Context: an optimization exercise on an open-source flow, tuned for small area and few clock cycles per item. The choices shown serve that exercise and are no tape-out recipe.
In this exercise RTL edits were held to simulation tests only and were not proved equivalent to the original.
Power figures rest on the tool's default switching activity, not on a simulated workload.

### design/flow/design.v
package mcer_pkg;
   localparam int CHANNELS  = 4;
   localparam int LEN_W     = 16;
   localparam int SCALE_W   = 16;
   localparam int TIMEOUT_W = 16;
   localparam int CNT_W     = 16;
   localparam int DIST_W    = 24;
   localparam int CSR_W     = 16;
   localparam int CSR_IDX_W = 2;
   localparam logic [CSR_IDX_W-1:0] CSR_CHANNEL_ENABLE = 2'd0;
   localparam logic [CSR_IDX_W-1:0] CSR_TIMEOUT_US     = 2'd1;
   localparam logic [CSR_IDX_W-1:0] CSR_DISTANCE_SCALE = 2'd2;
   localparam logic [CHANNELS-1:0]  ENABLE_RESET  = 4'hF;
   localparam logic [TIMEOUT_W-1:0] TIMEOUT_RESET = 16'd30000;
   localparam logic [SCALE_W-1:0]   SCALE_RESET   = 16'd1114;
   localparam logic [3:0] TRIG_TICKS      = 4'd12;
   localparam logic [3:0] TRIG_HIGH_TICKS = 4'd10;
   localparam logic [3:0] MULT_LAST       = 4'd15;
   typedef enum logic [1:0] {
      PH_IDLE,
      PH_TRIG,
      PH_MEASURE,
      PH_MULT
   } phase_type;
endpackage
module mcer_lane (
   input  logic                         clock,
   input  logic                         reset,
   input  logic                         step,       
   input  logic                         start,      
   input  logic                         measure,    
   input  logic                         finish,     
   input  logic                         mult,       
   input  logic                         enable,
   input  logic                         level,
   input  logic [mcer_pkg::SCALE_W-1:0] scale,
   output logic                         done_next,  
   output logic                         done,
   output logic [mcer_pkg::DIST_W-1:0]  ndistance   
);
   localparam int W = mcer_pkg::LEN_W;
   logic         level_ff;
   logic         seen_ff, seen_next;
   logic         done_ff;
   logic [W-1:0] count_ff, count_in;
   logic [W-1:0] nlength_ff, nlength_in;    
   logic [W:0]   sum;
   logic [W:0]   carry;
   logic [W-1:0] addend;
   logic         tick, rise, fall;
   always_comb begin
      tick = measure && enable;
      rise = tick && level && !level_ff;
      fall = tick && !level && level_ff && seen_ff;
      seen_next = !start && (seen_ff || rise);
      done_next = !start && (done_ff || fall);
      carry[0] = tick;
      for (int i = 0; i < W; i++) begin
         addend[i]  = mult && !nlength_ff[0] && scale[i];
         sum[i]     = count_ff[i] ^ addend[i] ^ carry[i];
         carry[i+1] = (count_ff[i] & addend[i]) | (count_ff[i] & carry[i]) | (addend[i] & carry[i]);
      end
      sum[W] = carry[W];
      if (mult) begin
         count_in  = sum[W:1];
         nlength_in = {!sum[0], nlength_ff[W-1:1]};
      end else begin
         count_in  = finish ? '0 : (rise ? W'(1) : sum[W-1:0]);
         nlength_in = fall ? ~count_ff : nlength_ff;
      end
   end
   always_ff @(posedge clock) begin
      if (reset) begin
         level_ff <= 1'b0;
         seen_ff  <= 1'b0;
         done_ff  <= 1'b0;
      end else begin
         if (step) level_ff <= level;
         seen_ff <= seen_next;
         done_ff <= done_next;
      end
      count_ff  <= count_in;
      nlength_ff <= nlength_in;
   end
   assign done     = done_ff;
   assign ndistance = {~count_ff, nlength_ff[W-1:8]};
endmodule
module mcer_merge (
   input  logic                                          clock,
   input  logic                                          reset,
   input  logic                                          busy,
   input  logic                                          in_valid,
   output logic                                          in_ready,
   input  logic                                          in_trigger,
   input  logic                                          in_complete,
   input  logic [mcer_pkg::CHANNELS-1:0]                 lane_done,
   input  logic                                          lane_all_done,
   input  logic [mcer_pkg::CHANNELS*mcer_pkg::DIST_W-1:0] lane_ndistance,
   output logic                                          rsp_valid,
   input  logic                                          rsp_ready,
   output logic                                          rsp_trigger,
   output logic                                          rsp_complete,
   output logic [mcer_pkg::CHANNELS-1:0]                 rsp_done_mask,
   output logic                                          rsp_timed_out,
   output logic [mcer_pkg::CHANNELS*mcer_pkg::DIST_W-1:0] rsp_distance
);
   logic valid_ff;
   logic trigger_ff;
   logic complete_ff;
   assign rsp_valid = valid_ff && !busy;
   assign in_ready  = !busy && (!valid_ff || rsp_ready);
   always_ff @(posedge clock) begin
      if (reset) begin
         valid_ff <= 1'b0;
      end else if (in_valid && in_ready) begin
         valid_ff <= 1'b1;
      end else if (rsp_ready && rsp_valid) begin
         valid_ff <= 1'b0;
      end
      if (in_valid && in_ready) begin
         trigger_ff  <= in_trigger;
         complete_ff <= in_complete;
      end
   end
   always_comb begin
      rsp_trigger   = trigger_ff;
      rsp_complete  = complete_ff;
      rsp_done_mask = complete_ff ? lane_done : '0;
      rsp_timed_out = complete_ff && !lane_all_done;
      for (int i = 0; i < mcer_pkg::CHANNELS; i++) begin
         rsp_distance[i*mcer_pkg::DIST_W +: mcer_pkg::DIST_W] =
            ~(lane_ndistance[i*mcer_pkg::DIST_W +: mcer_pkg::DIST_W] | {mcer_pkg::DIST_W{!rsp_done_mask[i]}});
      end
   end
endmodule
module multi_channel_echo_ranger (
   input  logic                            clock,
   input  logic                            reset,
   input  logic                            req_valid,
   output logic                            req_ready,
   input  logic                            req_operation,
   input  logic [mcer_pkg::CHANNELS-1:0]   req_echo_levels,
   output logic                            rsp_valid,
   input  logic                            rsp_ready,
   output logic                            rsp_trigger,
   output logic                            rsp_complete,
   output logic [mcer_pkg::CHANNELS-1:0]   rsp_done_mask,
   output logic                            rsp_timed_out,
   output logic [mcer_pkg::DIST_W-1:0]     rsp_distance_0,
   output logic [mcer_pkg::DIST_W-1:0]     rsp_distance_1,
   output logic [mcer_pkg::DIST_W-1:0]     rsp_distance_2,
   output logic [mcer_pkg::DIST_W-1:0]     rsp_distance_3,
   input  logic                            csr_write_en,
   input  logic [mcer_pkg::CSR_IDX_W-1:0]  csr_index,
   input  logic [mcer_pkg::CSR_W-1:0]      csr_write_data
);
   localparam int CH = mcer_pkg::CHANNELS;
   logic [CH-1:0]                  channel_enable_ff;
   logic [mcer_pkg::TIMEOUT_W-1:0] timeout_ff;
   logic [mcer_pkg::SCALE_W-1:0]   scale_ff;
   mcer_pkg::phase_type            phase_ff, phase_in;
   logic [mcer_pkg::CNT_W-1:0]     count_ff, count_in, count_dec;
   logic [mcer_pkg::CNT_W:0]       borrow;
   logic                           accept;
   logic                           start;
   logic                           measure;
   logic                           mult;
   logic                           all_done;
   logic                           all_done_ff;
   logic                           expired;
   logic                           finish;
   logic                           trigger;
   logic [CH-1:0]                  lane_done_next;
   logic [CH-1:0]                  lane_done;
   logic [CH*mcer_pkg::DIST_W-1:0] lane_ndistance;
   logic [CH*mcer_pkg::DIST_W-1:0] rsp_distance;
   always_ff @(posedge clock) begin
      if (reset) begin
         channel_enable_ff <= mcer_pkg::ENABLE_RESET;
         timeout_ff        <= mcer_pkg::TIMEOUT_RESET;
         scale_ff          <= mcer_pkg::SCALE_RESET;
      end else if (csr_write_en) begin
         unique case (csr_index)
            mcer_pkg::CSR_CHANNEL_ENABLE: channel_enable_ff <= csr_write_data[CH-1:0];
            mcer_pkg::CSR_TIMEOUT_US:     timeout_ff        <= csr_write_data[mcer_pkg::TIMEOUT_W-1:0];
            mcer_pkg::CSR_DISTANCE_SCALE: scale_ff          <= csr_write_data[mcer_pkg::SCALE_W-1:0];
            default: ;
         endcase
      end
   end
   always_comb begin
      accept    = req_valid && req_ready;
      start     = accept && req_operation;
      mult      = (phase_ff == mcer_pkg::PH_MULT);
      measure   = accept && !req_operation && (phase_ff == mcer_pkg::PH_MEASURE);
      borrow[0] = mult || accept;
      for (int i = 0; i < mcer_pkg::CNT_W; i++) begin
         count_dec[i]  = count_ff[i] ^ borrow[i];
         borrow[i+1]   = borrow[i] && !count_ff[i];
      end
      all_done  = 1'b1;
      all_done_ff = 1'b1;
      for (int i = 0; i < CH; i++) begin
         if (channel_enable_ff[i] && !lane_done_next[i]) all_done = 1'b0;
         if (channel_enable_ff[i] && !lane_done[i]) all_done_ff = 1'b0;
      end
      expired  = (count_ff[mcer_pkg::CNT_W-1:1] == '0);
      finish   = measure && (all_done || expired);
      trigger  = 1'b0;
      phase_in = phase_ff;
      count_in = count_dec;
      if (start) begin
         phase_in = mcer_pkg::PH_TRIG;
         count_in = mcer_pkg::CNT_W'(mcer_pkg::TRIG_TICKS - 4'd1);
      end else if (mult) begin
         if (count_ff[3:0] == 4'd0) phase_in = mcer_pkg::PH_IDLE;
      end else if (accept && phase_ff == mcer_pkg::PH_TRIG) begin
         trigger = (count_ff[3:0] <= mcer_pkg::TRIG_HIGH_TICKS);
         if (count_ff[3:0] == 4'd1) begin
            phase_in = mcer_pkg::PH_MEASURE;
            count_in = timeout_ff;
         end
      end else if (finish) begin
         phase_in = mcer_pkg::PH_MULT;
         count_in = mcer_pkg::CNT_W'(mcer_pkg::MULT_LAST);
      end
   end
   always_ff @(posedge clock) begin
      if (reset) begin
         phase_ff <= mcer_pkg::PH_IDLE;
      end else begin
         phase_ff <= phase_in;
      end
      count_ff <= count_in;
   end
   for (genvar g = 0; g < CH; g++) begin : g_lane
      mcer_lane u_lane (
         .clock     (clock),
         .reset     (reset),
         .step      (accept),
         .start     (start),
         .measure   (measure),
         .finish    (finish),
         .mult      (mult),
         .enable    (channel_enable_ff[g]),
         .level     (req_echo_levels[g]),
         .scale     (scale_ff),
         .done_next (lane_done_next[g]),
         .done      (lane_done[g]),
         .ndistance (lane_ndistance[g*mcer_pkg::DIST_W +: mcer_pkg::DIST_W])
      );
   end
   mcer_merge u_merge (
      .clock         (clock),
      .reset         (reset),
      .busy          (mult),
      .in_valid      (req_valid),
      .in_ready      (req_ready),
      .in_trigger    (trigger),
      .in_complete   (finish),
      .lane_done     (lane_done),
      .lane_all_done (all_done_ff),
      .lane_ndistance (lane_ndistance),
      .rsp_valid     (rsp_valid),
      .rsp_ready     (rsp_ready),
      .rsp_trigger   (rsp_trigger),
      .rsp_complete  (rsp_complete),
      .rsp_done_mask (rsp_done_mask),
      .rsp_timed_out (rsp_timed_out),
      .rsp_distance  (rsp_distance)
   );
   assign rsp_distance_0 = rsp_distance[0*mcer_pkg::DIST_W +: mcer_pkg::DIST_W];
   assign rsp_distance_1 = rsp_distance[1*mcer_pkg::DIST_W +: mcer_pkg::DIST_W];
   assign rsp_distance_2 = rsp_distance[2*mcer_pkg::DIST_W +: mcer_pkg::DIST_W];
   assign rsp_distance_3 = rsp_distance[3*mcer_pkg::DIST_W +: mcer_pkg::DIST_W];
endmodule
### design/flow/flow/run.sh
#!/bin/bash
# The standard layout (the standard.sh, standard synthesis unchanged), with
# - the port buffers that buffer_ports inserts made the smallest buffer cell, buf_1;
# - clock tree synthesis with clkbuf_8 buffers and no dummy loads.
set -euo pipefail
bash standard.sh \
   BUFFER_PORTS_ARGS="-buffer_cell sky130_fd_sc_hd__buf_1" \
   CTS_ARGS="-sink_clustering_enable -repair_clock_nets -buf_list sky130_fd_sc_hd__clkbuf_8 -dont_use_dummy_load" \
   finish > standard.log 2>&1
### design/flow/standard.sh
#!/bin/bash
# synth_recipe.tcl (not shown) runs the flow's synth.tcl, then flattens the netlist and writes it again
# the make line also repeats each setting of config.mk as NAME=value (left out here)
make -C /OpenROAD-flow-scripts/flow DESIGN_CONFIG=/design/flow/config.mk WORK_HOME=/design/flow/orfs CLKGATE_MAP_FILE= SYNTH_SCRIPT=/design/flow/synth_recipe.tcl "${@:-finish}"
### design/flow/config.mk
export PLATFORM = sky130hd
export DESIGN_NAME = multi_channel_echo_ranger
export DESIGN_NICKNAME = multi_channel_echo_ranger
export VERILOG_FILES = /design/flow/design.v
export SDC_FILE = /design/flow/constraint.sdc
export NUM_CORES = 4
export LEC_CHECK = 0
export ABC_AREA = 1
export CAP_MARGIN = 20
export CORE_MARGIN = 2
export CORE_UTILIZATION = 55
export PLACE_DENSITY = 0.7
export SLEW_MARGIN = 20
### design/flow/constraint.sdc
create_clock -name core_clock -period 10.0 [get_ports {clock}]
set_input_delay 2.0000 -clock core_clock [delete_from_list [all_inputs] [get_ports {clock}]]
set_output_delay 2.0000 -clock core_clock [all_outputs]
set_load 0.01 [all_outputs]
==> results.txt, run 1 <==
startpoint types=input port; Critical path origin=req_operation; CTS Buf Count=17; Syn Nets=1224; most frequent cells in the layout=nand2_1, nor2_1, buf_1; CTS tree=yes; Top delay family on crit path=adder cells; min Tclk post-route=9250 ps; f_max=0.108 GHz; largest net degree at the start of global routing=127; Top cell by count, worst path=fa_1; CTS clk-pin slew, worst paths=80 ps; Setup CP Type=input port to flip-flop; share of layout cells above drive strength 1=0.0312; area delta synth->final=8.72%; CP Cell Sequence=buf_1 -> inv_2 -> nand3_1 -> nor2_4 -> inv_1 -> nor2_1 -> fa_1 -> inv_1 -> fa_1 -> fa_1 -> fa_1 -> fa_1 -> fa_1 -> fa_1 -> fa_1 -> fa_1 -> fa_1 -> fa_1 -> fa_1 -> fa_1 -> fa_1 -> fa_1 -> fa_1 -> o22ai_1; antenna-violating nets left=0; Syn Inst Count=1117; area of the core=17300 µm²; initial drt markers=555; die width=137 µm; Hold Buf Count CTS=0; # IOs=133; Cell Pwr Density=200 nW/µm²; Least-Margin Pin Slew=1040 ps; crit-path max cell delay=540 ps; Worst setup EP type=flip-flop; endpoints failing hold=0; All-Layer GR Usage=0.256; final RePlAce weighted congestion=0.903; drt drc=0; Fin Clk Skew=30.7 ps; TNS Setup=0 ps; Diodes inserted=0; Total Wirelength=23200 µm; reg2reg start=phase_ff[1]; First-pass DRT Iterations=5; Seq cells post-synth=197; routed via count=7809; global-route wire length before repair=36300 µm; Max Cap Viol=0; RSZ-0062 raised after global routing=no; Pwr Total=2.11 mW; Slowest-stage cell, CP=fa_1; required time of the critical path=10330 ps; Synth Cell Area=9730 µm²; Post-Syn Area per Cell=8.71 µm²; CTS Root Cell=clkbuf_8; asr flop ratio synth=0; Nets=1326; post-cts repair resize count=0; Top FF cell, synth=dfxtp_1; clock sink count=197; # rows=48; CP Max Fanout=6; dpl hpwl=16400 µm; Setup Fix Bufs, Post-CTS=0; Leak=4.06 nW; H-Tree Depth=4; die area=18800 µm²; vias in the first global route=7041; overall die height=137 µm; Ys Warns=3; Seq/Total Area, Yosys=0.473; initial antenna violation count=0; Via density=5.42; Hold Crit Start=g_lane[2].u_lane.seen_ff; Max VDD drop=115 µV; crit path buf inv count=4; Rel. slew slack=0.304; result of the run=no timing/DRC/antenna violations; synth unique cells=34; count of final setup violators=0; Hold Crit Class=flip-flop to flip-flop; initial core utilization=0.562; total grt overflow=0; Tcrit/Tclk final=0.925; Port Buffer Count=132; Max clock buf depth=2; fin. max-slew vios=0; Worst-Skew Late Latency=470 ps; Routed WL per cell=16.1 µm; CP arrival=9580 ps; most common library cell in the layout ignoring fill and taps=nand2_1; number of flops mapped to enable cells by yosys=66
cell families after synthesis:
| logic type | share of synthesized area |
|---|---|
| simple gates | 0.181 |
| compound gates | 0.119 |
| flops | 0.473 |
| buf+inv | 0.0747 |
| fa+ha+maj | 0.151 |
| xor+xnor | 0.000900 |
final cells by class:
| type | count | area [µm²] |
|---|---|---|
| Sequential cell | 197 | 4600 |
| Fill cell | 1575 | 6720 |
| Tap cell | 225 | 282 |
| Multi-Input combinational cell | 732 | 4400 |
| Clock buffer | 17 | 234 |
| Timing Repair Buffer | 142 | 574 |
| Inverter | 129 | 485 |
layer usage:
metal | routed length, µm | vias up | GRT usage
met5 | 0 | - | 0
met2 | 10400 | 251 | 0.394
met1 | 10400 | 3701 | 0.358
met4 | 459 | 0 | 0.0790
li1 | - | 3823 | -
met3 | 1930 | 34 | 0.0648
per-stage QoR:
step | utilization | hold WS (ps) | std cells | setup slack (ps) | cell area [µm²]
after floorplan | - | 436 | 1117 | 605 | 9730
after global placement | 0.598 | 447 | 1425 | 342 | 10300
after detailed placement | 0.598 | 453 | 1425 | 209 | 10300
after CTS | 0.611 | 465 | 1442 | 727 | 10600
after global routing | 0.611 | 497 | 1442 | 375 | 10600
final | 0.611 | 463 | 1442 | 751 | 10600
path summary, 6_finish.rpt:
| path | endpoint | slack, ps | cells past startpoint |
|---|---|---|---|
| setup / recovery | g_lane[1].u_lane.count_ff[15] | 750 | 24 |
| setup reg to reg | g_lane[2].u_lane.count_ff[14] | 1640 | 19 |
| hold / removal | g_lane[2].u_lane.seen_ff | 460 | 2 |
| hold reg to reg | g_lane[2].u_lane.seen_ff | 460 | 2 |
report_power, final:
part | internal (mW) | leakage, nW | switching [mW]
Clock | 0.151 | 0.122 | 0.242
Sequential | 1.04 | 1.68 | 0.0922
Combinational | 0.233 | 2.26 | 0.354
sequential cells by signal (all words and copies together), names as in the netlist, 4 cells and up:
| name | count |
|---|---|
| g_lane.u_lane.done_ff | 4 |
| timeout_ff | 16 |
| g_lane.u_lane.level_ff | 4 |
| g_lane.u_lane.seen_ff | 4 |
| scale_ff | 16 |
| g_lane.u_lane.nlength_ff | 64 |
| count_ff | 16 |
| g_lane.u_lane.count_ff | 64 |
| channel_enable_ff | 4 |
cells in the mapped netlist, types with 15 or more instances:
library cell / instances / area [µm²]
edfxtp_1: 66 / 1980
nand2_1: 202 / 758
o22ai_1: 59 / 369
nor3_1: 22 / 110
clkbuf_1: 50 / 188
fa_1: 64 / 1280
ha_1: 15 / 188
nand3_1: 28 / 140
dfxtp_1: 131 / 2620
nor2_1: 174 / 653
a21oi_1: 33 / 165
inv_1: 125 / 469
o21ai_0: 113 / 566
tightest hold or removal path, delay by kind of cell, from the launching register on:
kind	cells	cell delay [ps]
AO/OA/AOI/OAI	1	60
buffers and inverters	1	60
flip-flops	1	300
Testbench counts, summed over its fixed seeds: cycles 157,232, items 151,224.
==> run 2, diff against run 1 <==
--- a/design/flow/config.mk
+++ b/design/flow/config.mk
@@ -10,4 +10,4 @@
 export CORE_MARGIN = 2
-export CORE_UTILIZATION = 55
-export PLACE_DENSITY = 0.7
+export CORE_UTILIZATION = 40
+export PLACE_DENSITY = 0.6
 export SLEW_MARGIN = 20
==> results.txt, run 2 <==
result of the run=no timing/DRC/antenna violations; Max clock buf depth=2; routed via count=7695; Total Wirelength=24400 µm; Largest regs=g_lane.u_lane.count_ff x64, g_lane.u_lane.nlength_ff x64; RSZ-0062 raised after global routing=no; top-count cell post-synth=nand2_1; Leak=4.06 nW; initial drt markers=518; # rows=57; share of layout cells above drive strength 1=0.0312; most common library cell in the layout ignoring fill and taps=nand2_1; Worst setup EP type=flip-flop; flop-to-flop setup slack=1490 ps; CTS Root Cell=clkbuf_8; die width=160 µm; initial antenna violation count=0; # IOs=133; dpl hpwl=17600 µm; Synth Cell Area=9730 µm²; worst reg2reg endpoint=g_lane[2].u_lane.count_ff[14]; Syn Nets=1224; Least-Margin Pin Slew=888 ps; Via density=4.99; H-Tree Depth=4; endpoints failing hold=0; initial core utilization=0.404; most frequent cells after synthesis=nand2_1, nor2_1, dfxtp_1, inv_1, o21ai_0; Ys Warns=3; Fin Hold WS=459 ps; overall die height=160 µm; placed inst area=10500 µm²; Rel. slew slack=0.406; CTS Buf Count=17; CP endpoint=g_lane[0].u_lane.count_ff[14]; Fin Clk Skew=36.1 ps; vias in the first global route=7272; area delta synth->final=9.99%; Routed WL per cell=15.9 µm; area of the core=24100 µm²; top-area cell type share of the netlist area=0.270; antenna-violating nets left=0; final RePlAce weighted congestion=0.848; die area=25600 µm²; First-pass DRT Iterations=6; Synth area leaders=dfxtp_1, edfxtp_1, fa_1; Hold Crit Class=flip-flop to flip-flop; asr flop ratio synth=0; Seq/Total Area, Yosys=0.473; reg2reg start=phase_ff[1]; Worst-Skew Late Latency=480 ps; Max VDD drop=75.8 µV; Tcrit/Tclk final=0.934; Syn Inst Count=1117; clock sink count=197; largest net degree at the start of global routing=126; total grt overflow=0; post-cts repair resize count=0; number of flops mapped to enable cells by yosys=66; CP arrival=9660 ps; CTS tree=yes; Seq cells post-synth=197; Top FF cell, synth=dfxtp_1; CTS clk-pin slew, worst paths=80 ps; Worst Reg2Reg Path Length in Cells=19; required time of the critical path=10320 ps; cell taking the most area after synthesis=dfxtp_1; Hold Buf Count CTS=0; most frequent cells in the layout=nand2_1, nor2_1, buf_1; startpoint types=input port; global-route wire length before repair=38800 µm; drt drc=0; Setup Fix Bufs, Post-CTS=0; CP Max Fanout=9; fin. max-slew vios=0; Critical path origin=req_operation; synth unique cells=34; Max Cap Viol=0; post-route cell area=10700 µm²; Port Buffer Count=132; Setup CP Type=input port to flip-flop; f_max=0.107 GHz; Diodes inserted=0; Cell Pwr Density=199 nW/µm²; Post-Syn Area per Cell=8.71 µm²; All-Layer GR Usage=0.195; min Tclk post-route=9340 ps; count of final setup violators=0; Nets=1326; TNS Setup=0 ps
[run 2: cells by family after synthesis]
logic type	Yosys count	share of synthesized area
buffers and inverters	188	0.0747
AND/OR/NAND/NOR	439	0.181
flip-flops	197	0.473
XOR/XNOR	1	0.000900
adder cells (fa/ha/maj)	79	0.151
AO/OA/AOI/OAI	213	0.119
[run 2: critical path: stages]
cell	delay, ps
buf_1	90
inv_2	70
nand3_1	110
nor2_4	280
inv_1	90
nor2_1	180
fa_1	200
inv_1	50
fa_1	410
fa_1	430
fa_1	420
fa_1	430
fa_1	440
fa_1	430
fa_1	430
fa_1	420
fa_1	420
fa_1	430
fa_1	420
fa_1	420
fa_1	420
fa_1	430
fa_1	540
o22ai_1	100
[run 2: final cells by class]
class / instances / area, µm²
Clock buffer: 17 / 234
Fill cell: 2459 / 13400
Inverter: 129 / 485
Multi-Input combinational cell: 732 / 4400
Sequential cell: 197 / 4600
Tap cell: 324 / 405
Timing Repair Buffer: 142 / 574
[run 2: where the power goes]
part	switching, mW	internal [mW]
combinational	0.365	0.234
clock	0.247	0.151
sequential	0.0924	1.04
[run 2: worst min path at each step]
stage                              from                        to  depth (start not counted)
6_report       g_lane[1].u_lane.seen_ff  g_lane[1].u_lane.seen_ff                          2
3_5_place_dp   g_lane[1].u_lane.seen_ff  g_lane[1].u_lane.seen_ff                          2
4_1_cts        g_lane[1].u_lane.seen_ff  g_lane[1].u_lane.seen_ff                          2
5_1_grt        g_lane[1].u_lane.seen_ff  g_lane[1].u_lane.seen_ff                          2
3_3_place_gp   g_lane[3].u_lane.seen_ff  g_lane[3].u_lane.seen_ff                          2
2_1_floorplan  g_lane[0].u_lane.seen_ff  g_lane[0].u_lane.seen_ff                          2
[run 2: metal layers]
layer | wire (µm) | part of all wire | GRT usage
met1 | 11700 | 0.48 | 0.276
met4 | 603 | 0.025 | 0.0700
met2 | 10800 | 0.44 | 0.300
met3 | 1380 | 0.057 | 0.0351
met5 | 0 | 0 | 0
[run 2: through the flow]
stage | utilization | power (mW) | cells | worst slack [ps]
3_3_place_gp | 0.434 | 1.74 | 1524 | 256
3_5_place_dp | 0.434 | 1.75 | 1524 | 126
2_1_floorplan | - | 1.57 | 1117 | 605
6_report | 0.444 | 2.13 | 1541 | 659
5_1_grt | 0.444 | 2.28 | 1541 | 321
4_1_cts | 0.444 | 2.14 | 1541 | 636
==> run 3, diff against run 2 <==
--- a/design/flow/config.mk
+++ b/design/flow/config.mk
@@ -8,3 +8,3 @@
 export ABC_AREA = 1
-export CAP_MARGIN = 20
+export CAP_MARGIN = 0
 export CORE_MARGIN = 2
@@ -12,2 +12,2 @@
 export PLACE_DENSITY = 0.6
-export SLEW_MARGIN = 20
+export SLEW_MARGIN = 0
==> results.txt, run 3 <==
placed inst area=10500 µm²; Worst setup EP type=flip-flop; H-Tree Depth=4; result of the run=no timing/DRC/antenna violations; Top FF cell, synth=dfxtp_1; fin. max-slew vios=0; vias in the first global route=7272; top-area cell type share of the netlist area=0.270; Largest regs=g_lane.u_lane.count_ff x64, g_lane.u_lane.nlength_ff x64; total grt overflow=0; Synth Cell Area=9730 µm²; Syn Inst Count=1117; post-cts repair resize count=0; share of layout cells above drive strength 1=0.0312; Slowest-stage cell, CP=fa_1; drt drc=0; flop-to-flop setup slack=1500 ps; Setup Fix Bufs, Post-CTS=0; crit-path max cell delay=540 ps; asr flop ratio synth=0; Cell Pwr Density=199 nW/µm²; Max Cap Viol=0; Worst Reg2Reg Path Length in Cells=19; Least-Margin Pin Slew=1100 ps; Max VDD drop=75.9 µV; global-route wire length before repair=38800 µm; number of flops mapped to enable cells by yosys=66; Diodes inserted=0; CP arrival=9650 ps; setup ws final=668 ps; initial antenna violation count=0; Rel. slew slack=0.265; min Tclk post-route=9330 ps; synth unique cells=34; Fin Clk Skew=35.1 ps; most common library cell in the layout ignoring fill and taps=nand2_1; CTS Buf Count=17; crit path buf inv count=4; hold depth=2; die area=25600 µm²; TNS Setup=0 ps; top-count cell post-synth=nand2_1; Worst-Skew Late Latency=480 ps; Syn Nets=1224; worst reg2reg endpoint=g_lane[2].u_lane.count_ff[14]; most frequent cells in the layout=nand2_1, nor2_1, buf_1; most frequent cells after synthesis=nand2_1, nor2_1, dfxtp_1, inv_1, o21ai_0; Synth area leaders=dfxtp_1, edfxtp_1, fa_1; Hold Path End=g_lane[1].u_lane.seen_ff; overall die height=160 µm; largest net degree at the start of global routing=126; antenna-violating nets left=0; die width=160 µm; Hold Crit Class=flip-flop to flip-flop; final RePlAce weighted congestion=0.848; Max clock buf depth=2; Hold Crit Start=g_lane[1].u_lane.seen_ff; cell taking the most area after synthesis=dfxtp_1; area delta synth->final=9.95%; # rows=57; CTS tree=yes; Seq/Total Area, Yosys=0.473; count of final setup violators=0; area of the core=24100 µm²; initial drt markers=512; Port Buffer Count=132; reg2reg start=phase_ff[1]; Hold Buf Count CTS=0; Top cell by count, worst path=fa_1; Total Wirelength=24400 µm; All-Layer GR Usage=0.195; Setup CP Type=input port to flip-flop; Leak=4.06 nW; Routed WL per cell=15.8 µm; dpl hpwl=17600 µm; Top delay family on crit path=adder cells; post-route cell area=10700 µm²; CTS clk-pin slew, worst paths=80 ps; Nets=1326; Seq cells post-synth=197; RSZ-0062 raised after global routing=no; endpoints failing hold=0; clock sink count=197; Tcrit/Tclk final=0.933; pre-CTS setup slack=126 ps; required time of the critical path=10320 ps; routed via count=7704; initial core utilization=0.404; # IOs=133; f_max=0.107 GHz; First-pass DRT Iterations=5; CP Cell Sequence=buf_1 -> inv_2 -> nand3_1 -> nor2_4 -> inv_1 -> nor2_1 -> fa_1 -> inv_1 -> fa_1 -> fa_1 -> fa_1 -> fa_1 -> fa_1 -> fa_1 -> fa_1 -> fa_1 -> fa_1 -> fa_1 -> fa_1 -> fa_1 -> fa_1 -> fa_1 -> fa_1 -> o22ai_1; Post-Syn Area per Cell=8.71 µm²; CTS Root Cell=clkbuf_8; Ys Warns=3; startpoint types=input port; Pwr Total=2.13 mW; Via density=5.00; CP Max Fanout=9
[run 3: cell count changes in the layout (fill, tap and decap cells not counted)]
cell / delta
buf_6: -1
buf_4: +1
[run 3: cell type report]
class	instances	area [µm²]
fillers	2459	13400
flip-flops and latches	197	4600
multi-input cells	732	4400
repair buffers	142	571
inverters	129	485
well taps	324	405
clock buffers	17	234
[run 3: power by group]
| part | switching [mW] | leakage (nW) | total (mW) | internal (mW) |
|---|---|---|---|---|
| combinational | 0.365 | 2.26 | 0.599 | 0.234 |
| sequential | 0.0925 | 1.68 | 1.13 | 1.04 |
| clock | 0.247 | 0.122 | 0.398 | 0.151 |
| total | 0.704 | 4.06 | 2.13 | 1.43 |
[run 3: kinds of logic after synthesis]
family | after synthesis | share of synthesized area
adders and majority gates | 79 | 0.151
AOI/OAI and AO/OA | 213 | 0.119
and+or+nand+nor | 439 | 0.181
xor gates and xnor gates | 1 | 0.000900
buffers and inverters | 188 | 0.0747
DFF | 197 | 0.473
[run 3: metrics by stage]
step | cells | util | hold slack (ps)
after floorplan | 1117 | - | 436
after global placement | 1524 | 0.434 | 446
after detailed placement | 1524 | 0.434 | 450
after CTS | 1541 | 0.444 | 461
after global routing | 1541 | 0.444 | 482
final | 1541 | 0.444 | 459
[run 3: worst max path at each step]
stage / end / start / cells after the start
2_1_floorplan: g_lane[1].u_lane.count_ff[14] / rsp_ready / 24
3_3_place_gp: g_lane[1].u_lane.count_ff[14] / rsp_ready / 25
3_5_place_dp: g_lane[1].u_lane.count_ff[14] / req_operation / 24
4_1_cts: g_lane[0].u_lane.count_ff[14] / req_operation / 24
5_1_grt: g_lane[0].u_lane.count_ff[15] / rsp_ready / 25
6_report: g_lane[0].u_lane.count_ff[14] / req_operation / 24
[run 3: routing by layer]
layer | global-route usage | vias up | routed length [µm]
met2 | 0.300 | 229 | 10700
li1 | - | 3817 | -
met1 | 0.276 | 3624 | 11700
met4 | 0.0700 | 0 | 604
met3 | 0.0351 | 34 | 1400
met5 | 0 | - | 0
[run 3: worst min-delay path: cells and delay by family, from the launching register on]
family          cells  cell delay [ps]
compound gates      1               60
buf+inv             1               50
flops               1              300
==> run 4, diff against run 3 <==
--- a/design/flow/flow/run.sh
+++ b/design/flow/flow/run.sh
@@ -7,3 +7,3 @@
    BUFFER_PORTS_ARGS="-buffer_cell sky130_fd_sc_hd__buf_1" \
-   CTS_ARGS="-sink_clustering_enable -repair_clock_nets -buf_list sky130_fd_sc_hd__clkbuf_8 -dont_use_dummy_load" \
+   CTS_ARGS="-sink_clustering_enable -repair_clock_nets -buf_list sky130_fd_sc_hd__clkbuf_8 -sink_buffer_max_cap_derate 0.015 -dont_use_dummy_load" \
    finish > standard.log 2>&1
--- a/design/flow/config.mk
+++ b/design/flow/config.mk
@@ -8,3 +8,3 @@
 export ABC_AREA = 1
-export CAP_MARGIN = 0
+export CAP_MARGIN = 20
 export CORE_MARGIN = 2
@@ -12,2 +12,2 @@
 export PLACE_DENSITY = 0.6
-export SLEW_MARGIN = 0
+export SLEW_MARGIN = 20
==> results.txt, run 4 <==
drt drc=0; CTS clk-pin slew, worst paths=80 ps; Port Buffer Count=132; overall die height=160 µm; H-Tree Depth=4; global-route wire length before repair=38800 µm; TNS Setup=0 ps; Synth area leaders=dfxtp_1, edfxtp_1, fa_1; # rows=57; Diodes inserted=0; initial antenna violation count=0; final RePlAce weighted congestion=0.848; result of the run=no timing/DRC/antenna violations; top-count cell post-synth=nand2_1; most frequent cells in the layout=nand2_1, nor2_1, buf_1; routed via count=7695; dpl hpwl=17600 µm; CTS Root Cell=clkbuf_8; Fin Clk Skew=36.1 ps; number of flops mapped to enable cells by yosys=66; most frequent cells after synthesis=nand2_1, nor2_1, dfxtp_1, inv_1, o21ai_0; die area=25600 µm²; Leak=4.06 nW; Seq cells post-synth=197; Nets=1326; endpoints failing hold=0; Worst setup EP type=flip-flop; min Tclk post-route=9340 ps; initial drt markers=518; CP arrival=9660 ps; required time of the critical path=10320 ps; Max clock buf depth=2; asr flop ratio synth=0; grt met2 use=0.300; Ys Warns=3; Largest regs=g_lane.u_lane.count_ff x64, g_lane.u_lane.nlength_ff x64; Hold Buf Count CTS=0; area of the core=24100 µm²; Pwr Total=2.13 mW; Max VDD drop=75.8 µV; synth unique cells=34; f_max=0.107 GHz; Syn Nets=1224; vias in the first global route=7272; # IOs=133; Via density=4.99; CP Max Fanout=9; GR Util met1=0.276; Setup CP Type=input port to flip-flop; die width=160 µm; startpoint types=input port; Top FF cell, synth=dfxtp_1; Tcrit/Tclk final=0.934; CTS tree=yes; count of final setup violators=0; Rel. slew slack=0.406; CTS Buf Count=17; All-Layer GR Usage=0.195; initial core utilization=0.404; Least-Margin Pin Slew=888 ps; total grt overflow=0; RSZ-0062 raised after global routing=no; antenna-violating nets left=0; First-pass DRT Iterations=6; post-cts repair resize count=0; Syn Inst Count=1117; Seq/Total Area, Yosys=0.473; fin. max-slew vios=0; Cell Pwr Density=199 nW/µm²; area delta synth->final=9.99%; most common library cell in the layout ignoring fill and taps=nand2_1; met3 GRT Util=0.0351; top-area cell type share of the netlist area=0.270; cell taking the most area after synthesis=dfxtp_1; Post-Syn Area per Cell=8.71 µm²; share of layout cells above drive strength 1=0.0312; Setup Fix Bufs, Post-CTS=0; Hold Crit Class=flip-flop to flip-flop; fill count=2459; Synth Cell Area=9730 µm²; largest net degree at the start of global routing=126; Total Wirelength=24400 µm; Routed WL per cell=15.9 µm; Worst-Skew Late Latency=480 ps; Max Cap Viol=0; Top Usage Layer GRT=met2; clock sink count=197
==> run 4: final timing paths <==
check                                        to  cells after the start  slack, ps                      from
setup / recovery  g_lane[0].u_lane.count_ff[14]                     24        660             req_operation
hold / removal         g_lane[1].u_lane.seen_ff                      2        460  g_lane[1].u_lane.seen_ff
setup reg to reg  g_lane[2].u_lane.count_ff[14]                     19       1490               phase_ff[1]
hold reg to reg        g_lane[1].u_lane.seen_ff                      2        460  g_lane[1].u_lane.seen_ff
==> run 4: per-layer routing <==
layer,vias up,routed length [µm],share of wire
met2,222,10800,0.44
met5,-,0,0
met1,3621,11700,0.48
li1,3818,-,-
met3,34,1380,0.057
met4,0,603,0.025
==> run 4: metrics by stage <==
stage / hold slack (ps) / util / cells / cell area (µm²) / setup slack (ps)
after floorplan: 436 / - / 1117 / 9730 / 605
after global placement: 446 / 0.434 / 1524 / 10500 / 256
after detailed placement: 450 / 0.434 / 1524 / 10500 / 126
after CTS: 461 / 0.444 / 1541 / 10700 / 636
after global routing: 482 / 0.444 / 1541 / 10700 / 321
final: 459 / 0.444 / 1541 / 10700 / 659
==> run 4: cell families (layout without fill, tap and decap cells) <==
logic type                 after synthesis  count (layout)  share of synthesized area
DFF                                    197             197                      0.473
and+or+nand+nor                        439             439                      0.181
AOI/OAI and AO/OA                      213             213                      0.119
xor gates and xnor gates                 1               1                   0.000900
buffers and inverters                  188             288                     0.0747
adders and majority gates               79              79                      0.151
==> run 4: critical path, stage by stage <==
cell     delay [ps]
buf_1            90
inv_2            70
nand3_1         110
nor2_4          280
inv_1            90
nor2_1          180
fa_1            200
inv_1            50
fa_1            410
fa_1            430
fa_1            420
fa_1            430
fa_1            440
fa_1            430
fa_1            430
fa_1            420
fa_1            420
fa_1            430
fa_1            420
fa_1            420
fa_1            420
fa_1            430
fa_1            540
o22ai_1         100
==> run 4: layout make-up <==
class | instances | area [µm²] | area share
well taps | 324 | 405 | 0.0379
flip-flops and latches | 197 | 4600 | 0.430
clock buffers | 17 | 234 | 0.0219
multi-input cells | 732 | 4400 | 0.411
inverters | 129 | 485 | 0.0454
repair buffers | 142 | 574 | 0.0537
==> run 4: where the power goes <==
group | switching [mW] | internal [mW] | total, mW
sequential | 0.0924 | 1.04 | 1.13
combinational | 0.365 | 0.234 | 0.599
clock | 0.247 | 0.151 | 0.398
==> run 5, diff against run 4 <==
--- a/design/flow/flow/run.sh
+++ b/design/flow/flow/run.sh
@@ -7,3 +7,3 @@
    BUFFER_PORTS_ARGS="-buffer_cell sky130_fd_sc_hd__buf_1" \
-   CTS_ARGS="-sink_clustering_enable -repair_clock_nets -buf_list sky130_fd_sc_hd__clkbuf_8 -sink_buffer_max_cap_derate 0.015 -dont_use_dummy_load" \
+   CTS_ARGS="-sink_clustering_enable -repair_clock_nets -buf_list sky130_fd_sc_hd__clkbuf_8 -sink_buffer_max_cap_derate 0.025 -dont_use_dummy_load" \
    finish > standard.log 2>&1
==> results.txt, run 5 <==
routed via count=7695; Sw Ratio=0.330; Cell Pwr Density=199 nW/µm²; top-area cell type share of the netlist area=0.270; # rows=57; Total Wirelength=24400 µm; final core occ=0.444; Largest regs=g_lane.u_lane.count_ff x64, g_lane.u_lane.nlength_ff x64; Tcrit/Tclk final=0.934; post-route cell area=10700 µm²; top-count cell post-synth=nand2_1; CTS tree=yes; Clock power frac=0.187; sequential power share=0.532; Worst setup EP type=flip-flop; asr flop ratio synth=0; startpoint types=input port; overall die height=160 µm; drt drc=0; CP arrival=9660 ps; min Tclk post-route=9340 ps; Seq cells post-synth=197; Diodes inserted=0; endpoints failing hold=0; cell taking the most area after synthesis=dfxtp_1; final RePlAce weighted congestion=0.848; die area=25600 µm²; fill count=2459; area of the multi-input gates=4400 µm²; Setup CP Type=input port to flip-flop; Syn Nets=1224; total grt overflow=0; Routed WL per cell=15.9 µm; switching power total=704 µW; Ys Warns=3; CP Max Fanout=9; global-route wire length before repair=38800 µm; Leak=4.06 nW; clock sink count=197; synth unique cells=34; CTS Root Cell=clkbuf_8; H-Tree Depth=4; Max Cap Viol=0; final cell count without fillers=1541; All-Layer GR Usage=0.195; Top FF cell, synth=dfxtp_1; Fin Clk Skew=36.1 ps; CTS Buf Count=17; Post-Syn Area per Cell=8.71 µm²; Rel. slew slack=0.406; antenna-violating nets left=0; CTS clk-pin slew, worst paths=80 ps; placed inst area=10500 µm²; dpl hpwl=17600 µm; Worst-Skew Late Latency=480 ps; most frequent cells in the layout=nand2_1, nor2_1, buf_1; Hold Buf Count CTS=0; First-pass DRT Iterations=6; result of the run=no timing/DRC/antenna violations; TNS Setup=0 ps; area delta synth->final=9.99%; Setup Fix Bufs, Post-CTS=0; area of the core=24100 µm²; most frequent cells after synthesis=nand2_1, nor2_1, dfxtp_1, inv_1, o21ai_0; register area=4600 µm²; Least-Margin Pin Slew=888 ps; required time of the critical path=10320 ps; RSZ-0062 raised after global routing=no; Hold Crit Class=flip-flop to flip-flop; most common library cell in the layout ignoring fill and taps=nand2_1; Cell Int Power=1.43 mW; Port Buffer Count=132; post-cts repair resize count=0; Nets=1326; count of final setup violators=0; Max clock buf depth=2; Synth area leaders=dfxtp_1, edfxtp_1, fa_1; Comb pwr share=0.281; Syn Inst Count=1117; f_max=0.107 GHz; initial antenna violation count=0; fin. max-slew vios=0; Synth Cell Area=9730 µm²; Max VDD drop=75.8 µV; placed cell count=1524; share of layout cells above drive strength 1=0.0312; initial drt markers=518; largest net degree at the start of global routing=126; Via density=4.99; initial core utilization=0.404; number of flops mapped to enable cells by yosys=66; die width=160 µm; vias in the first global route=7272; Seq/Total Area, Yosys=0.473; # IOs=133
## run 5: cell counts after synthesis
Identical to the previous run, type by type.
## run 5: cell type report
cell class | instances | share of cell area
flip-flops and latches | 197 | 0.430
multi-input cells | 732 | 0.411
repair buffers | 142 | 0.0537
inverters | 129 | 0.0454
well taps | 324 | 0.0379
clock buffers | 17 | 0.0219
## run 5: power by group through the flow
stage          registers [mW]  logic (mW)  clock network (mW)
5_1_grt                  1.16       0.691               0.435
3_5_place_dp             1.15       0.596                   0
6_report                 1.13       0.599               0.398
3_3_place_gp             1.15       0.586                   0
4_1_cts                  1.13       0.600               0.405
2_1_floorplan            1.12       0.450                   0
## run 5: kinds of logic after synthesis
group,share of synthesized area
and+or+nand+nor,0.181
AOI/OAI and AO/OA,0.119
DFF,0.473
buffers and inverters,0.0747
adders and majority gates,0.151
xor gates and xnor gates,0.000900
## run 5: through the flow
step                power, mW  worst slack (ps)  hold slack, ps
floorplan                1.57               605             436
global route             2.28               321             482
finish                   2.13               659             459
detailed placement       1.75               126             450
global placement         1.74               256             446
CTS                      2.14               636             461
## run 5: worst max-delay path: stages
cell and delay, ps:
buf_1 90, inv_2 70, nand3_1 110, nor2_4 280, inv_1 90, nor2_1 180, fa_1 200, inv_1 50
fa_1 410, fa_1 430, fa_1 420, fa_1 430, fa_1 440, fa_1 430, fa_1 430, fa_1 420
fa_1 420, fa_1 430, fa_1 420, fa_1 420, fa_1 420, fa_1 430, fa_1 540, o22ai_1 100
## run 5: worst paths after layout
kind | to | slack [ps] | cells past startpoint | start
max reg2reg | g_lane[2].u_lane.count_ff[14] | 1490 | 19 | phase_ff[1]
min reg2reg | g_lane[1].u_lane.seen_ff | 460 | 2 | g_lane[1].u_lane.seen_ff
max | g_lane[0].u_lane.count_ff[14] | 660 | 24 | req_operation
min | g_lane[1].u_lane.seen_ff | 460 | 2 | g_lane[1].u_lane.seen_ff
## run 5: metal layers
metal	global-route usage	vias to the layer above	routed length, µm
met2	0.300	222	10800
met5	0	-	0
met3	0.0351	34	1380
met1	0.276	3621	11700
met4	0.0700	0	603
li1	-	3818	-
==> run 6, diff against run 5 <==
==> design/flow/run.sh (new file) <==
#!/bin/bash
# synth_recipe.tcl (not shown) runs the flow's synth.tcl, then flattens the netlist and writes it again
# the make line also repeats each setting of config.mk as NAME=value (left out here)
make -C /OpenROAD-flow-scripts/flow DESIGN_CONFIG=/design/flow/config.mk WORK_HOME=/design/flow/orfs CLKGATE_MAP_FILE= SYNTH_SCRIPT=/design/flow/synth_recipe.tcl finish
--- a/design/flow/config.mk
+++ b/design/flow/config.mk
@@ -11,2 +11,3 @@
 export CORE_UTILIZATION = 40
+export CTS_BUF_LIST = sky130_fd_sc_hd__clkbuf_8
 export PLACE_DENSITY = 0.6
removed: design/flow/flow/run.sh
removed: design/flow/standard.sh
==> results.txt, run 6 <==
Cell Pwr Density=193 nW/µm²; Worst-Skew Late Latency=470 ps; area of the core=24100 µm²; Syn Nets=1224; top-count cell post-synth=nand2_1; vias in the first global route=7589; final core occ=0.487; CTS Buf Count=17; most frequent cells after synthesis=nand2_1, nor2_1, dfxtp_1, inv_1, o21ai_0; CP Max Fanout=6; final RePlAce weighted congestion=0.838; Routed WL per cell=16.1 µm; antenna-violating nets left=0; global-route wire length before repair=40200 µm; min Tclk post-route=9690 ps; total grt overflow=0; asr flop ratio synth=0; initial core utilization=0.404; CP arrival=10030 ps; count of final setup violators=0; Top cell by count, worst path=fa_1; reg2reg start=phase_ff[1]; RSZ-0062 raised after global routing=no; Least-Margin Pin Slew=892 ps; Post-Syn Area per Cell=8.71 µm²; share of layout cells above drive strength 1=0.0468; Nets=1332; post-synthesis mux area share=0; CTS clk-pin slew, worst paths=100 ps; simple-gate share of the synthesized area=0.181; die width=160 µm; post-route cell area=11700 µm²; Adder-Cell Fraction of Synth Area=0.151; Max Cap Viol=0; Diodes inserted=0; # IOs=133; H-Tree Depth=4; endpoints failing hold=0; crit-path max cell delay=550 ps; startpoint types=input port; result of the run=no timing/DRC/antenna violations; Synth Cell Area=9730 µm²; Synth area leaders=dfxtp_1, edfxtp_1, fa_1; clock sink count=197; flop-to-flop setup slack=1510 ps; Worst setup EP type=flip-flop; Max VDD drop=78.3 µV; Setup Fix Bufs, Post-CTS=0; Syn Inst Count=1117; CTS Root Cell=clkbuf_8; required time of the critical path=10350 ps; placed inst area=11300 µm²; CTS tree=yes; Fin Clk Skew=17.2 ps; Critical path origin=rsp_ready; Total Wirelength=25200 µm; area delta synth->final=20.8%; fin. max-slew vios=0; dpl hpwl=17800 µm; Slowest-stage cell, CP=fa_1; initial drt markers=562; Largest regs=g_lane.u_lane.count_ff x64, g_lane.u_lane.nlength_ff x64; initial antenna violation count=0; f_max=0.103 GHz; Top FF cell, synth=dfxtp_1; Hold Crit Start=g_lane[0].u_lane.seen_ff; drt drc=0; Hold Crit Class=flip-flop to flip-flop; Seq cells post-synth=197; routed via count=7859; Max clock buf depth=2; Port Buffer Count=132; Compound-Gate Fraction of Synth Area=0.119; XOR/XNOR share of the synthesized area=0.000900; Leak=4.50 nW; Via density=5.03; overall die height=160 µm; number of flops mapped to enable cells by yosys=66; largest family of logic cells by synthesized area=simple AND/OR/NAND/NOR gates; Ys Warns=3; Rel. slew slack=0.404; First-pass DRT Iterations=5; Seq/Total Area, Yosys=0.473; most common library cell in the layout ignoring fill and taps=nand2_1; Tcrit/Tclk final=0.969; largest net degree at the start of global routing=125; # rows=57; cell taking the most area after synthesis=dfxtp_1; synth unique cells=34; die area=25600 µm²; All-Layer GR Usage=0.201; most frequent cells in the layout=nand2_1, nor2_1, clkdlybuf4s50_1; Setup CP Type=input port to flip-flop; top-area cell type share of the netlist area=0.270
## run 6: worst max-delay path, delay by kind of cell
kind	cells	cell delay, ps
fa+ha+maj	16	6710
simple gates	4	580
compound gates	1	90
buf+inv	4	650
## run 6: report_power, final
group	switching [mW]	internal (mW)	total [mW]
clock	0.282	0.242	0.524
combinational	0.367	0.244	0.611
sequential	0.0941	1.04	1.14
## run 6: area by class of cell
class                      count  area, µm²
clock buffer                  20        275
timing repair buffer         148       1450
sequential                   197       4600
clock inverter                12        126
multi-input combinational    732       4400
tap                          324        405
fill                        2370      12400
inverter                     129        485
## run 6: cells by family after synthesis
kind of cell	count (synthesis)
and+or+nand+nor	439
AOI/OAI and AO/OA	213
DFF	197
buffers and inverters	188
adders and majority gates	79
xor gates and xnor gates	1
## run 6: stage by stage
stage	cells	power, mW	worst slack [ps]	hold WS [ps]	TNS [ps]
4_1_cts	1562	2.28	300	468	0
2_1_floorplan	1117	1.57	605	436	0
3_5_place_dp	1530	1.76	-205	452	-1100
6_report	1562	2.27	314	469	0
5_1_grt	1562	2.43	14.5	496	0
3_3_place_gp	1529	1.75	-85.4	444	-422
## run 6: repair_timing
action / 4_1_cts / 5_1_grt
endpoints found under the setup margin: 0 / 1
hold buffers: 0 / 0
gates resized for setup: 0 / 1
## run 6: path summary, 6_finish.rpt
check | endpoint | cells past startpoint
hold / removal | g_lane[0].u_lane.seen_ff | 2
hold reg to reg | g_lane[0].u_lane.seen_ff | 2
setup / recovery | g_lane[1].u_lane.count_ff[14] | 25
setup reg to reg | g_lane[1].u_lane.count_ff[14] | 21
## run 6: routing by layer
metal  global-route usage  up-vias  share of wire
li1                     -     3846              -
met1                0.276     3725           0.46
met2                0.322      256           0.46
met3               0.0345       32          0.058
met4               0.0721        0          0.024
met5                    0        -              0

what the ideal ports hide:
In the flow no input, the clock included, has a driving cell. The finished layouts below were timed again as built, in two steps.
Step 1 sets driving cells, clkbuf_16 on the clock port and buf_2 on the other inputs (assumed; they add their load-dependent delay and slew).
Step 2 adds t to the input delays and takes it off the output delays; t is the mean of the earliest and latest rising clock arrival at the registers after step 1. Input paths then give back, and output paths get back, about the clock's delay inside the block.
a / b / c = ideal ports / drivers / drivers and shift; a / b = the first two.
run | shift t [ns] | setup WS [ns] | hold slack, ns | worst setup path after step 2 | cell pins on the clock port's net
run 1 | 0.499 | 0.751 / 0.772 / 0.273 | 0.463 / 0.463 / 0.463 | input to register | 1
run 2 | 0.506 | 0.659 / 0.682 / 0.177 | 0.459 / 0.459 / 0.459 | input to register | 1
run 3 | 0.506 | 0.668 / 0.691 / 0.184 | 0.459 / 0.459 / 0.459 | input to register | 1
run 4 | 0.506 | 0.659 / 0.682 / 0.177 | 0.459 / 0.459 / 0.459 | input to register | 1
run 5 | 0.506 | 0.659 / 0.682 / 0.177 | 0.459 / 0.459 / 0.459 | input to register | 1
run 6 | 0.502 | 0.314 / 0.332 / -0.170 | 0.469 / 0.469 / 0.469 | input to register | 1
Met with ideal ports but missed after step 2: setup timing in run 6.
